This is an optimization exercise on Yosys and OpenROAD, whose aim is small area, a short achievable clock period and few clock cycles per item, not a production implementation.
Only simulation tests tie the RTL to the original design; equivalence was not proved.
Power and IR drop assume default switching activity.

==> flow/design.v <==
module cas_cell #(
   parameter int WIDTH = 32
) (
   input  logic [WIDTH-1:0] a,
   input  logic [WIDTH-1:0] b,
   input  logic             dir,
   output logic             p
);
   logic [WIDTH-1:0] x, y, g, e, g2, e2;
   always_comb begin
      x = {b[WIDTH-1], a[WIDTH-2:0]};
      y = {a[WIDTH-1], b[WIDTH-2:0]};
      g = x & ~y;
      e = ~(x ^ y);
      for (int s = 1; s < WIDTH; s = s * 2) begin
         g2 = g;
         e2 = e;
         for (int k = 0; k < WIDTH; k++)
            if ((k % (2 * s)) == (2 * s - 1)) begin
               g2[k] = g[k] | (e[k] & g[k-s]);
               e2[k] = e[k] & e[k-s];
            end
         g = g2;
         e = e2;
      end
   end
   assign p = dir ? (g[WIDTH-1] | e[WIDTH-1]) : !g[WIDTH-1];
endmodule
module cnt7_onehot (
   input  logic [6:0] v,
   output logic [7:0] c
);
   logic [7:0] s0, s1, s2, s3, s4, s5, t;
   always_comb begin
      s0 = {1'b0, v};
      s1 = s0;
      for (int k = 0; k < 8; k += 2) begin
         s1[k] = s0[k] | s0[k+1]; s1[k+1] = s0[k] & s0[k+1];
      end
      s2 = s1;
      for (int k = 0; k < 8; k += 4) begin
         s2[k]   = s1[k]   | s1[k+2]; s2[k+2] = s1[k]   & s1[k+2];
         s2[k+1] = s1[k+1] | s1[k+3]; s2[k+3] = s1[k+1] & s1[k+3];
      end
      s3 = s2;
      for (int k = 0; k < 8; k += 4) begin
         s3[k+1] = s2[k+1] | s2[k+2]; s3[k+2] = s2[k+1] & s2[k+2];
      end
      s4 = s3;
      for (int k = 0; k < 4; k++) begin
         s4[k] = s3[k] | s3[k+4]; s4[k+4] = s3[k] & s3[k+4];
      end
      s5 = s4;
      s5[2] = s4[2] | s4[4]; s5[4] = s4[2] & s4[4];
      s5[3] = s4[3] | s4[5]; s5[5] = s4[3] & s4[5];
      t = s5;
      t[1] = s5[1] | s5[2]; t[2] = s5[1] & s5[2];
      t[3] = s5[3] | s5[4]; t[4] = s5[3] & s5[4];
      t[5] = s5[5] | s5[6]; t[6] = s5[5] & s5[6];
      c[0] = !t[0];
      for (int r = 1; r < 8; r++) c[r] = t[r-1] & !t[r];
   end
endmodule
module pipelined_sorter #(
   parameter int WIDTH  = 32,
   parameter int N      = 8,
   parameter int SIGNED = 1,
   parameter int TW     = (N < 2) ? 1 : $clog2(N)
) (
   input  logic                   clk,
   input  logic                   rst_n,
   input  logic                   in_valid,
   output logic                   in_ready,
   input  logic [N*WIDTH-1:0]     in_data,
   input  logic                   in_descend,
   output logic                   out_valid,
   input  logic                   out_ready,
   output logic [N*TW-1:0]        out_tag,
   output logic [N*WIDTH-1:0]     out_data
);
   localparam int VW = N * WIDTH;
   localparam int TV = N * TW;
   localparam int NP = N * (N - 1) / 2;
   logic [NP-1:0]   prec;      
   logic [NP-1:0]   prec_q;
   logic [VW-1:0]   key_q;
   logic            vld_q;
   logic [N*N-1:0]  bef;
   logic [N*N-1:0]  sel;       
   logic [VW-1:0]   dat_d;
   logic [TV-1:0]   tag_d;
   logic [VW-1:0]   dat_q;
   logic [TV-1:0]   tag_q;
   logic            ovld_q;
   logic            adv;
   assign out_valid = ovld_q;
   assign out_data  = dat_q;
   assign out_tag   = tag_q;
   assign adv       = !ovld_q || out_ready;
   assign in_ready  = adv;
   genvar i, j;
   generate
      for (i = 0; i < N; i = i + 1) begin : g_row
         for (j = i + 1; j < N; j = j + 1) begin : g_col
            localparam int K = i * N - i * (i + 1) / 2 + (j - i - 1);
            cas_cell #(.WIDTH(WIDTH)) u_cmp (
               .a   (in_data[i*WIDTH +: WIDTH]),
               .b   (in_data[j*WIDTH +: WIDTH]),
               .dir (in_descend),
               .p   (prec[K])
            );
            assign bef[j*N+i] = prec_q[K];
            assign bef[i*N+j] = !prec_q[K];
         end
         assign bef[i*N+i] = 1'b0;
      end
      for (i = 0; i < N; i = i + 1) begin : g_rank
         logic [N-2:0] v;
         for (j = 0; j < N; j = j + 1) begin : g_v
            if (j < i)      begin : g_lo assign v[j]   = bef[i*N+j]; end
            else if (j > i) begin : g_hi assign v[j-1] = bef[i*N+j]; end
         end
         cnt7_onehot u_cnt (.v(v), .c(sel[i*N +: N]));
      end
   endgenerate
   always_comb begin
      dat_d = '0;
      tag_d = '0;
      for (int p = 0; p < N; p++) begin
         for (int a = 0; a < N; a++) begin
            dat_d[p*WIDTH +: WIDTH] = dat_d[p*WIDTH +: WIDTH]
                                      | ({WIDTH{sel[a*N+p]}} & key_q[a*WIDTH +: WIDTH]);
            tag_d[p*TW +: TW]       = tag_d[p*TW +: TW] | ({TW{sel[a*N+p]}} & TW'(a));
         end
      end
   end
   always_ff @(posedge clk or negedge rst_n) begin
      if (!rst_n) begin
         vld_q  <= 1'b0;
         ovld_q <= 1'b0;
      end else if (adv) begin
         vld_q  <= in_valid;
         ovld_q <= vld_q;
      end
   end
   always_ff @(posedge clk) begin
      if (adv) begin
         key_q  <= in_data;
         prec_q <= prec;
         dat_q  <= dat_d;
         tag_q  <= tag_d;
      end
   end
endmodule
==> flow/flow/run.sh <==
#!/bin/bash
# Own layout flow: the standard ORFS flow (standard.sh), with the ports buffered by plain
# buffers (buf_2) instead of the default delay-buffer pick, and the resizer free to change a
# cell's footprint (so port buffers and other cells can be resized to any equivalent cell).
set -euo pipefail
bash standard.sh \
   MATCH_CELL_FOOTPRINT=0 \
   "BUFFER_PORTS_ARGS=-buffer_cell sky130_fd_sc_hd__buf_2" \
   finish > standard.log 2>&1
==> flow/standard.sh <==
#!/bin/bash
# synth_recipe.tcl (not shown) runs the flow's synth.tcl, then flattens the netlist and writes it again
# the make line also repeats each setting of config.mk as NAME=value (left out here)
make -C /OpenROAD-flow-scripts/flow DESIGN_CONFIG=/design/flow/config.mk WORK_HOME=/design/flow/orfs CLKGATE_MAP_FILE= SYNTH_SCRIPT=/design/flow/synth_recipe.tcl "${@:-finish}"
==> flow/config.mk <==
export PLATFORM = sky130hd
export DESIGN_NAME = pipelined_sorter
export DESIGN_NICKNAME = pipelined_sorter
export VERILOG_FILES = /design/flow/design.v
export SDC_FILE = /design/flow/constraint.sdc
export NUM_CORES = 4
export LEC_CHECK = 0
export CAP_MARGIN = 20
export CORE_MARGIN = 2
export CORE_UTILIZATION = 35
export PLACE_DENSITY = 0.45
export SETUP_SLACK_MARGIN = 2.0
export SLEW_MARGIN = 20
==> flow/constraint.sdc <==
create_clock -name core_clock -period 5.0 [get_ports {clk}]
set_input_delay 1.0000 -clock core_clock [delete_from_list [all_inputs] [get_ports {clk}]]
set_output_delay 1.0000 -clock core_clock [all_outputs]
set_load 0.01 [all_outputs]
==> results.py, run 1 <==
metrics = {
    "final_layout": {
        "nNetsFinal": 6853,
        "synthToLayoutAreaGrowth_pct": 16.50,
        "drive_above_1_share_pct": 17.55,
        "fillCellCount": 14190,
        "multi_input_area_um2": 31630,
        "regArea_um2": 16990,
        "fin_cells": 7615,
    },
    "logic_synthesis": {
        "synth_seq_cells": 566,
        "synth_top_area_share_pct": 33.29,
        "syn_nets": 6548,
        "synth_most_common_cell": "ha_1",
        "mappedNetlistArea_um2": 50880,
        "ys_async_sr_fraction_pct": 0.3534,
        "yosys.area.top_type": "edfxtp_1",
        "yosys-top-cells-count": "ha_1 (944), a22oi_1 (900), edfxtp_1 (564)",
        "synth_ff_type": "edfxtp_1",
        "ys_seq_area_share_pct": 33.39,
        "synth_edf_count": 564,
        "ys_types": 53,
        "synth_cells": 5343,
        "syn-mean-instance-area_um2": 9.522,
        "synthTopCellsByArea": "edfxtp_1 (33%), ha_1 (23%), a22oi_1 (13%)",
        "synth_warnings": 3,
    },
    "clock_network": {
        "cts_hold_buf": 0,
        "cts.reportedPaths.clkPinSlew_ns": 0.06,
        "cts_buffers": 70,
        "cts_tree": "done",
        "cts_buffer_depth": 3,
        "clock_sinks": 566,
        "h-tree-depth": 3,
        "cts-root-buf": "clkbuf_16",
        "clk_latency_ns": 0.69,
    },
    "setup_path": {
        "crit_arrival_ns": 3.52,
        "critPathLaunchType": "register",
        "cp_cell_sequence": "buf_4 -> nor2_1 -> nor2_2 -> or3_1 -> ha_4 -> buf_4 -> a22oi_1 -> nand4_1",
        "worstPathBufferInverterCount": 2,
        "cp.required_ns": 5.46,
        "critPathKind": "register to register",
        "cp_slowest_cell": "ha_4",
        "cp_max_fo": 21,
        "cpPeakStageDelay_ns": 0.50,
        "cp-end-kind": "register",
        "cpMostUsedCell": "buf_4",
        "critPathTopFamily": "simple AND/OR/NAND/NOR gates",
    },
    "global_routing": {
        "grt.overflow.total": 0,
        "antenna_found_initial": 32,
        "first_global_vias": 48190,
        "grt_max_degree": 159,
        "grt_pass1_wl_mm": 380.8,
        "track_usage_pct": 36.32,
    },
    "floorplan": {
        "die_w_um": 385.3,
        "num_io_pins": 543,
        "die_area_um2": 148400,
        "fp.coreArea_um2": 144000,
        "fp.dieH_um": 385.3,
        "start_util_pct": 35.33,
        "rows": 139,
    },
    "sta": {
        "min_period_ns": 3.066,
        "timing.final.crit_share_pct": 61.31,
        "fmax_mhz": 326.2,
        "finalHoldViolCount": 0,
        "setup_viol": 0,
        "hold_slack_ns": 0.1059,
        "timing.slew.headroom_pct": 26.22,
        "fin_skew_ns": 0.03161,
        "finalMaxSlewViolations": 0,
        "rsz0062_at_grt": "true",
        "worst_pin_slew_ns": 1.107,
    },
    "route": {
        "vias": 51980,
        "firstDrtPassIters": 13,
        "wl_mm": 283.9,
        "wl_per_cell_um": 37.28,
        "drcViolationCount": 0,
        "viasPerCell": 6.826,
        "first_iter_violations": 8308,
        "ant_nets": 0,
    },
    "run": {
        "cap_violations": 0,
    },
    "place": {
        "hpwl_mm": 204.2,
        "dp.cells": 7342,
        "io_buffers": 542,
        "gp_congestion": 0.9585,
    },
    "pwr": {
        "vdd_drop_max_uv": 262.2,
        "p_leak_nw": 24.70,
        "p_per_area_nw_per_um2": 394.3,
    },
    "run_status": {
        "outcome": "timing/DRC/antenna clean",
    },
    "min_path": {
        "hold_path.class": "input pin to async pin",
    },
}
-- layer usage --
metal / up-vias / share of wire (%) / global-route usage, %
li1: 21870 / - / -
met1: 25130 / 41 / 49.66
met2: 3961 / 40 / 52.52
met3: 995 / 12 / 11.04
met4: 30 / 6.3 / 15.72
met5: - / 0.096 / 0.3249
-- kinds of logic after synthesis --
group	share of synthesized area [%]
AO/OA/AOI/OAI	25.05
adder cells (fa/ha/maj)	23.27
buffers and inverters	5.976
flip-flops	33.39
multiplexers	0.02213
AND/OR/NAND/NOR	12.29
-- per-stage QoR --
step / utilization [%] / setup slack [ns] / power (mW) / TNS, ns / instance area, um2
detailed placement: 38.01 / 0.9697 / 16.47 / 0 / 54740
global placement: 38.00 / 1.022 / 16.38 / 0 / 54720
global route: 41.15 / 1.929 / 23.94 / 0 / 59250
floorplan: - / -0.8800 / 12.02 / -243.88 / 50890
CTS: 40.40 / 1.987 / 22.31 / 0 / 58180
finish: 41.16 / 1.934 / 23.37 / 0 / 59270
-- final cells by class --
type,instances,share of cell area [%]
clock buffer,81,3.133
tap,1903,4.017
clock inverter,47,0.8444
antenna,8,0.03378
timing repair buffer,747,8.269
sequential,566,28.66
multi-input combinational,3998,53.37
inverter,265,1.678
-- flip-flops by register name (all words and copies together), names as in the netlist --
signal,cells
tag_q,24
prec_q,28
vld_q,1
key_q,256
dat_q,256
ovld_q,1
-- worst paths after layout --
| check | start | to | slack (ns) | cells after the start |
|---|---|---|---|---|
| setup reg to reg | prec_q[12] | dat_q[200] | 1.93 | 8 |
| setup / recovery | prec_q[12] | dat_q[200] | 1.93 | 8 |
| hold / removal | rst_n | ovld_q | 0.11 | 1 |
| max in group asynchronous | rst_n | vld_q | 4.80 | 1 |
| hold reg to reg | vld_q | ovld_q | 0.48 | 1 |
| min in group core_clock | vld_q | ovld_q | 0.48 | 1 |
-- what timing repair did --
item | CTS | global route
setup buffers | 69 | 52
pin swaps | 12 | 49
setup endpoints to repair | 244 | 195
gates resized for setup | 89 | 113
gates cloned | 8 | 8
-- report_power, final --
| part | internal [mW] | switching (mW) |
|---|---|---|
| combinational | 3.48 | 6.84 |
| clock | 3.11 | 2.25 |
| sequential | 6.57 | 1.12 |
-- cells in the final DEF (no fill, tap or decap), types with 27 or more instances in the layout --
cell type    n
a2bb2oi_1   27
nor2_1     139
a31oi_1     28
and2_0      27
buf_4      136
buf_12      36
edfxtp_1   564
nand2_1    309
o21a_1      30
inv_1      265
nor3_1      32
a221oi_1    80
nand4_1    390
a21o_1      39
nor4_1      27
o21ai_0    135
a211oi_1    28
a22o_1      67
a221o_1     28
a22oi_1    891
ha_1       914
nand3_1    157
clkbuf_16   76
a21oi_1    372
o211ai_1    29
buf_2      542
Testbench counts, summed over its fixed seeds: cycles 16,016, items 16,000.
==> run 2, diff against run 1 <==
==> flow/flow/run.sh (replaced) <==
#!/bin/bash
# Own layout flow: the standard ORFS flow (standard.sh), with the ports buffered by plain
# buffers (buf_1) instead of the default delay-buffer pick, and the resizer free to change a
# cell's footprint (so port buffers and other cells can be resized to any equivalent cell).
set -euo pipefail
bash standard.sh \
   MATCH_CELL_FOOTPRINT=0 \
   "BUFFER_PORTS_ARGS=-buffer_cell sky130_fd_sc_hd__buf_1" \
   finish > standard.log 2>&1
--- a/flow/config.mk
+++ b/flow/config.mk
@@ -9,4 +9,4 @@
 export CORE_MARGIN = 2
-export CORE_UTILIZATION = 35
-export PLACE_DENSITY = 0.45
+export CORE_UTILIZATION = 45
+export PLACE_DENSITY = 0.55
 export SETUP_SLACK_MARGIN = 2.0
==> run 2 against run 1 <==
Still clean. Critical path depth is 4 higher. Final area is 1.8% lower. Hold slack worse by 0.022 ns. Sequential power down 2%. Wire length shrank 7.7%. Via count is 1.5% higher. Utilization up 11 points. Global-route usage increased by 6.4 points. Sequential cell count is the same. Die area fell by 22%. Synthesized cell count unchanged. Critical endpoint is now dat_q[186]. Largest cell class unchanged.
==> results.py, run 2 <==
metrics = {
    "place": {
        "dp.cells": 6948,
        "gp_congestion": 1.016,
        "hpwl_mm": 186.4,
        "io_buffers": 542,
    },
    "logic_synthesis": {
        "ys_async_sr_fraction_pct": 0.3534,
        "synth_most_common_cell": "ha_1",
        "ys_types": 53,
        "synth_edf_count": 564,
        "synth_ff_type": "edfxtp_1",
        "yosys-top-cells-count": "ha_1 (944), a22oi_1 (900), edfxtp_1 (564)",
        "synth_seq_cells": 566,
        "synth_warnings": 3,
        "mappedNetlistArea_um2": 50880,
        "ys_seq_area_share_pct": 33.39,
        "synthTopCellsByArea": "edfxtp_1 (33%), ha_1 (23%), a22oi_1 (13%)",
        "syn-mean-instance-area_um2": 9.522,
        "synth_cells": 5343,
        "syn_nets": 6548,
        "yosys.area.top_type": "edfxtp_1",
        "synth_top_area_share_pct": 33.29,
    },
    "route": {
        "ant_nets": 0,
        "viasPerCell": 7.305,
        "first_iter_violations": 9421,
        "wl_mm": 262.0,
        "vias": 52770,
        "wl_per_cell_um": 36.27,
        "drcViolationCount": 0,
        "firstDrtPassIters": 17,
    },
    "sta": {
        "timing.final.crit_share_pct": 63.09,
        "rsz0062_at_grt": "true",
        "min_period_ns": 3.155,
        "setup_viol": 0,
        "finalHoldViolCount": 0,
        "fin_skew_ns": 0.03389,
        "setup_tns_ns": 0,
        "timing.slew.headroom_pct": 28.45,
        "fmax_mhz": 317.0,
        "finalMaxSlewViolations": 0,
        "worst_pin_slew_ns": 1.073,
    },
    "floorplan": {
        "fp.coreArea_um2": 112300,
        "start_util_pct": 45.29,
        "die_w_um": 340.2,
        "fp.dieH_um": 340.2,
        "rows": 123,
        "num_io_pins": 543,
        "die_area_um2": 115800,
    },
    "global_routing": {
        "antenna_found_initial": 25,
        "grt_pass1_wl_mm": 358.0,
        "first_global_vias": 48650,
        "track_usage_pct": 42.69,
        "grt_max_degree": 151,
        "grt.overflow.total": 0,
    },
    "pwr": {
        "p_leak_nw": 23.32,
        "fin_total_pwr_mw": 22.16,
        "clockPowerShare_pct": 20.4,
        "p_per_area_nw_per_um2": 380.8,
        "seq_power_share_pct": 34.1,
        "p_int_mw": 12.36,
        "comb_power_share_pct": 45.5,
        "switching_power_mw": 9.804,
        "vdd_drop_max_uv": 338.2,
        "swShare_pct": 44.24,
    },
    "setup_path": {
        "cp_max_fo": 15,
        "cp.required_ns": 5.26,
        "cpPeakStageDelay_ns": 0.51,
        "r2r_setup_slack_ns": 1.85,
        "cp-end-kind": "register",
        "cpMostUsedCell": "a22oi_2",
        "critPathLaunchType": "register",
        "critPathKind": "register to register",
        "cp_slowest_cell": "edfxtp_1",
        "crit_arrival_ns": 3.41,
        "cp_cell_sequence": "buf_6 -> nor2_4 -> a21o_1 -> a22oi_2 -> nor2b_2 -> o22ai_2 -> and2_1 -> ha_1 -> and2_4 -> buf_12 -> a22oi_2 -> nand4_1",
    },
    "clock_network": {
        "clock_sinks": 566,
        "cts_buffers": 61,
        "h-tree-depth": 2,
        "cts_tree": "done",
        "cts.reportedPaths.clkPinSlew_ns": 0.06,
        "cts_buffer_depth": 3,
        "clk_latency_ns": 0.69,
        "cts-root-buf": "clkbuf_16",
        "cts_hold_buf": 0,
    },
    "final_layout": {
        "largestRegisters": "dat_q (256), key_q (256), prec_q (28)",
        "drive_above_1_share_pct": 9.606,
        "synthToLayoutAreaGrowth_pct": 14.40,
        "mostFrequentLayoutCells": "ha_1 (913), a22oi_1 (880), edfxtp_1 (564)",
        "fin_cells": 7224,
        "nNetsFinal": 6872,
        "final_common_cell": "ha_1",
    },
    "run": {
        "cap_violations": 0,
    },
    "run_status": {
        "outcome": "timing/DRC/antenna clean",
    },
    "min_path": {
        "hold_path.class": "input pin to async pin",
    },
}
run 2: cell counts after synthesis:
No cell type changed its count.
run 2: worst paths after layout:
kind                       cells after the start       start          to
max reg2reg                                   12  prec_q[13]  dat_q[186]
min                                            1       rst_n       vld_q
min reg2reg                                    1       vld_q      ovld_q
max in group asynchronous                      1       rst_n      ovld_q
max                                           12  prec_q[13]  dat_q[186]
min in group core_clock                        1       vld_q      ovld_q
run 2: area by class of cell:
type / count / area (um2)
fillers: 10380 / 54140
multi-input cells: 3994 / 31800
flip-flops and latches: 566 / 16990
repair buffers: 779 / 4589
well taps: 1500 / 1877
clock buffers: 76 / 1625
inverters: 265 / 994.7
clock inverters: 35 / 305.3
diodes: 9 / 22.52
run 2: per-stage QoR:
stage	setup WS (ns)	instance area, um2	hold slack [ns]	util [%]
2_1_floorplan	-0.8800	50890	0.4305	-
3_3_place_gp	0.8539	53580	0.4604	47.69
3_5_place_dp	0.8654	53610	0.4698	47.72
4_1_cts	1.937	56840	0.06622	50.60
5_1_grt	1.850	58190	0.08782	51.80
6_report	1.845	58200	0.08379	51.81
run 2: timing repair:
| action | CTS | global route |
|---|---|---|
| pin swaps | 15 | 79 |
| gates cloned | 5 | 6 |
| endpoints found under the setup margin | 252 | 209 |
| resized for setup | 98 | 207 |
| setup buffers | 87 | 58 |
run 2: worst max-delay path, delay by kind of cell, from the launching register on:
kind | cells | cell delay [ns]
and+or+nand+nor | 5 | 1.03
AOI/OAI and AO/OA | 4 | 0.68
DFF | 1 | 0.51
buffers and inverters | 2 | 0.32
adders and majority gates | 1 | 0.18
run 2: layer usage:
layer	share of wire [%]	up-vias	GRT usage, %
met5	0.15	-	1.552
met4	7.4	30	20.96
met3	15	1309	17.06
met2	40	4559	60.84
met1	38	24990	55.76
li1	-	21890	-
run 2: power groups by stage:
stage               sequential (mW)  clock (mW)  combinational (mW)
floorplan                      7.34           0                4.68
global placement               7.65           0                8.18
detailed placement             7.65           0                8.30
CTS                            7.48        4.55                8.85
global route                   7.60        4.72                10.3
finish                         7.55        4.52                10.1
run 2: kinds of logic after synthesis:
family	count (synthesis)	share of synthesized area [%]
AOI/OAI and AO/OA	1830	25.05
adders and majority gates	947	23.27
buffers and inverters	792	5.976
DFF	566	33.39
muxes	1	0.02213
and+or+nand+nor	1207	12.29
==> run 3, diff against run 2 <==
--- a/flow/design.v
+++ b/flow/design.v
@@ -89,2 +89,3 @@
    logic [N*N-1:0]  sel;       
+   logic [N*N-1:0]  sel_en;    
    logic [VW-1:0]   dat_d;
@@ -125,5 +126,6 @@
    endgenerate
+   assign sel_en = sel & {(N*N){adv}};
    always_comb begin
-      dat_d = '0;
-      tag_d = '0;
+      dat_d = dat_q & {VW{!adv}};
+      tag_d = tag_q & {TV{!adv}};
       for (int p = 0; p < N; p++) begin
@@ -131,4 +133,4 @@
             dat_d[p*WIDTH +: WIDTH] = dat_d[p*WIDTH +: WIDTH]
-                                      | ({WIDTH{sel[a*N+p]}} & key_q[a*WIDTH +: WIDTH]);
-            tag_d[p*TW +: TW]       = tag_d[p*TW +: TW] | ({TW{sel[a*N+p]}} & TW'(a));
+                                      | ({WIDTH{sel_en[a*N+p]}} & key_q[a*WIDTH +: WIDTH]);
+            tag_d[p*TW +: TW]       = tag_d[p*TW +: TW] | ({TW{sel_en[a*N+p]}} & TW'(a));
          end
@@ -149,6 +151,8 @@
          prec_q <= prec;
-         dat_q  <= dat_d;
-         tag_q  <= tag_d;
       end
    end
+   always_ff @(posedge clk) begin
+      dat_q <= dat_d;
+      tag_q <= tag_d;
+   end
 endmodule
==> flow/flow/run.sh (replaced) <==
#!/bin/bash
# Own layout flow: the standard ORFS flow (standard.sh), with the ports buffered by plain
# buffers (buf_2) instead of the default delay-buffer pick, and the resizer free to change a
# cell's footprint (so port buffers and other cells can be resized to any equivalent cell).
set -euo pipefail
bash standard.sh \
   MATCH_CELL_FOOTPRINT=0 \
   "BUFFER_PORTS_ARGS=-buffer_cell sky130_fd_sc_hd__buf_2" \
   finish > standard.log 2>&1
--- a/flow/config.mk
+++ b/flow/config.mk
@@ -9,4 +9,5 @@
 export CORE_MARGIN = 2
-export CORE_UTILIZATION = 45
-export PLACE_DENSITY = 0.55
+export CORE_UTILIZATION = 35
+export CTS_BUF_LIST = sky130_fd_sc_hd__clkbuf_4 sky130_fd_sc_hd__clkbuf_8
+export PLACE_DENSITY = 0.45
 export SETUP_SLACK_MARGIN = 2.0
==> run 3 against run 2 <==
Register-to-register slack improved by 0.14 ns. Setup slack improved by 0.042 ns. Critical path depth fell by 4. Largest power group unchanged. Maximum frequency rose by 1.4%. Still clean.
==> results.py, run 3 <==
metrics = {
    "run_status": {
        "outcome": "timing/DRC/antenna clean",
    },
    "sta": {
        "timing.final.crit_share_pct": 62.24,
        "timing.slew.headroom_pct": 29.46,
        "min_period_ns": 3.112,
        "fin_ws_ns": 1.888,
        "finalMaxSlewViolations": 0,
        "setup_viol": 0,
        "fmax_mhz": 321.3,
        "worst_pin_slew_ns": 1.048,
        "rsz0062_at_grt": "true",
        "finalHoldViolCount": 0,
        "fin_skew_ns": 0.06600,
        "setup_tns_ns": 0,
    },
    "clock_network": {
        "h-tree-depth": 3,
        "cts.reportedPaths.clkPinSlew_ns": 0.07,
        "clock_sinks": 566,
        "cts_tree": "done",
        "clk_latency_ns": 0.86,
        "cts-root-buf": "clkbuf_8",
        "cts_buffers": 108,
        "cts_buffer_depth": 3,
    },
    "setup_path": {
        "cp_cell_sequence": "buf_2 -> inv_1 -> ha_1 -> nand4_1 -> nor4_1 -> a21oi_1 -> a31o_2 -> a211oi_1",
        "cp-end-kind": "register",
        "reg2regPathDepth": 12,
        "r2r-start": "prec_q[3]",
        "worstPathBufferInverterCount": 2,
        "r2r_setup_slack_ns": 1.99,
        "cp_slowest_cell": "nor4_1",
        "critPathTopFamily": "simple AND/OR/NAND/NOR gates",
        "r2r_end": "dat_q[118]",
        "cp_max_fo": 5,
        "cpPeakStageDelay_ns": 0.95,
        "cp.required_ns": 5.64,
        "cp_num_cells": 8,
        "crit_arrival_ns": 3.75,
        "critPathLaunchType": "input pin",
        "critPathKind": "input pin to register",
        "endpoint": "prec_q[22]",
        "crit_start": "in_data[175]",
    },
    "global_routing": {
        "grt_max_degree": 153,
        "track_usage_pct": 38.69,
        "first_global_vias": 50970,
        "antenna_found_initial": 30,
        "grt_pass1_wl_mm": 403.6,
        "grt.overflow.total": 0,
    },
    "logic_synthesis": {
        "synth_cells": 5731,
        "synth_ff_type": "edfxtp_1",
        "synth_top_area_share_pct": 23.47,
        "ys_seq_area_share_pct": 28.19,
        "synthTopCellsByArea": "ha_1 (23%), edfxtp_1 (17%), dfxtp_1 (11%)",
        "synth_seq_cells": 566,
        "synth_warnings": 3,
        "yosys-top-cells-count": "ha_1 (944), a22oi_1 (466), a21oi_1 (449)",
        "synth_most_common_cell": "ha_1",
        "syn-mean-instance-area_um2": 8.780,
        "yosys.area.top_type": "ha_1",
        "ys_types": 59,
        "mappedNetlistArea_um2": 50320,
        "syn_nets": 6936,
        "synth_edf_count": 284,
        "ys_async_sr_fraction_pct": 0.3534,
    },
    "route": {
        "viasPerCell": 6.864,
        "drcViolationCount": 0,
        "wl_per_cell_um": 37.03,
        "ant_nets": 0,
        "wl_mm": 297.3,
        "firstDrtPassIters": 12,
        "first_iter_violations": 9419,
        "vias": 55100,
    },
    "place": {
        "gp_congestion": 0.9700,
        "hpwl_mm": 213.4,
        "io_buffers": 542,
        "pre_cts_slack_ns": 1.217,
        "place_area_um2": 54030,
    },
    "final_layout": {
        "mostFrequentLayoutCells": "ha_1 (927), buf_2 (543), a22oi_1 (463)",
        "synthToLayoutAreaGrowth_pct": 15.76,
        "fillCellCount": 14400,
        "multi_input_area_um2": 33400,
        "drive_above_1_share_pct": 18.07,
        "final_common_cell": "ha_1",
        "nNetsFinal": 7225,
        "largestRegisters": "dat_q (256), key_q (256), prec_q (28)",
        "design_area_um2": 58250,
        "regArea_um2": 14180,
        "post-route-util_pct": 40.70,
    },
    "floorplan": {
        "rows": 139,
        "fp.coreArea_um2": 143100,
        "start_util_pct": 35.16,
        "num_io_pins": 543,
        "die_area_um2": 146800,
        "die_w_um": 383.2,
        "fp.dieH_um": 383.2,
    },
    "min_path": {
        "min_from": "in_data[247]",
        "hold_path.class": "input pin to register",
    },
    "pwr": {
        "comb_power_share_pct": 42.3,
        "clockPowerShare_pct": 22.4,
        "p_leak_nw": 25.26,
        "vdd_drop_max_uv": 244.4,
        "seq_power_share_pct": 35.3,
        "swShare_pct": 45.63,
        "p_int_mw": 12.06,
        "p_per_area_nw_per_um2": 380.7,
        "switching_power_mw": 10.12,
    },
    "run": {
        "cap_violations": 0,
    },
}
run 3: cell count changes after synthesis, sizes merged, moves of 49 or more:
cell	previous run	this run
a22oi	900	466
dfxtp	0	280
edfxtp	564	284
a222oi	0	209
o21ai	141	327
nand3	159	290
nand4	390	275
nand2	310	404
clkbuf	364	447
a21oi	377	449
a221oi	92	157
a22o	67	131
a221o	28	78
inv	265	314
run 3: timing repair:
item / 4_1_cts / 5_1_grt
setup buffers: 62 / 43
hold buffers: 1 / 0
resized for setup: 91 / 119
endpoints found under the setup margin: 245 / 226
pin swaps: 10 / 15
cloned: 7 / 5
hold endpoints to repair: 2 / 0
run 3: cells by family after synthesis:
family | Yosys count | synth area share [%]
AO/OA/AOI/OAI | 1976 | 27.78
adder cells (fa/ha/maj) | 950 | 23.59
buffers and inverters | 891 | 6.895
flip-flops | 566 | 28.19
AND/OR/NAND/NOR | 1348 | 13.54
run 3: routing by layer:
layer / vias up / routed length [um] / global-route usage [%]
li1: 23310 / - / -
met1: 26650 / 119600 / 50.83
met2: 4153 / 124500 / 57.46
met3: 976 / 33260 / 10.18
met4: 14 / 19510 / 21.01
met5: - / 368 / 0.3968
run 3: worst min-delay path by stage:
stage                       to  cells after the start
CTS                 key_q[233]                      1
global route        key_q[233]                      1
global placement      tag_q[0]                      2
detailed placement   tag_q[15]                      2
floorplan                vld_q                      2
finish              key_q[247]                      1
run 3: final cells by class:
type | instances | share of cell area (%)
multi-input cells | 4282 | 57.34
flip-flops and latches | 566 | 24.35
repair buffers | 747 | 8.261
well taps | 1903 | 4.087
clock buffers | 154 | 3.295
inverters | 314 | 2.068
clock inverters | 50 | 0.5391
diodes | 10 | 0.04296
repair inverters | 1 | 0.01933
run 3: power by group through the flow:
stage / Sequential [mW] / Clock (mW) / Combinational, mW
final: 7.83 / 4.96 / 9.39
after floorplan: 6.86 / 0 / 4.76
after detailed placement: 7.80 / 0 / 8.15
after global placement: 7.82 / 0 / 8.08
after CTS: 7.64 / 4.98 / 8.62
after global routing: 7.79 / 5.16 / 9.92
run 3: per-stage QoR:
stage / power, mW / hold WS [ns] / instances
2_1_floorplan: 11.62 / 0.4300 / 5731
3_3_place_gp: 15.90 / 0.4421 / 7692
3_5_place_dp: 15.95 / 0.4451 / 7694
4_1_cts: 21.24 / 0.3093 / 7968
5_1_grt: 22.88 / 0.3616 / 8025
6_report: 22.18 / 0.3647 / 8027
Testbench counts of run 3, summed over its fixed seeds: cycles 16,016, items 16,000.

==> what the ideal ports hide <==
The flow's constraints put no driver on any port. The routed layouts listed below were extracted and timed again, unchanged, in two steps. Step 1: set_driving_cell puts a clkbuf_16 on clk and a buf_2 on each other input, an assumption about the parent block. Step 2 also shifts input and output timing later by t, the mid clock arrival at the registers, as if the neighbouring blocks saw the same clock. a / b / c = ideal / step 1 / step 2; a / b = the first two.
run | t, ns | setup slack, ns | pins driven straight from the clock port
run 1 | 0.754 | 1.934 / 1.934 / 1.287 | 1
run 2 | 0.756 | 1.845 / 1.845 / 1.243 | 1
run 3 | 0.905 | 1.888 / 1.945 / 1.040 | 1
After both steps setup and hold are still met in every run listed. For run 3, which loses most, drivers alone change the setup slack by +0.057 ns; drivers and shift together by -0.848 ns.
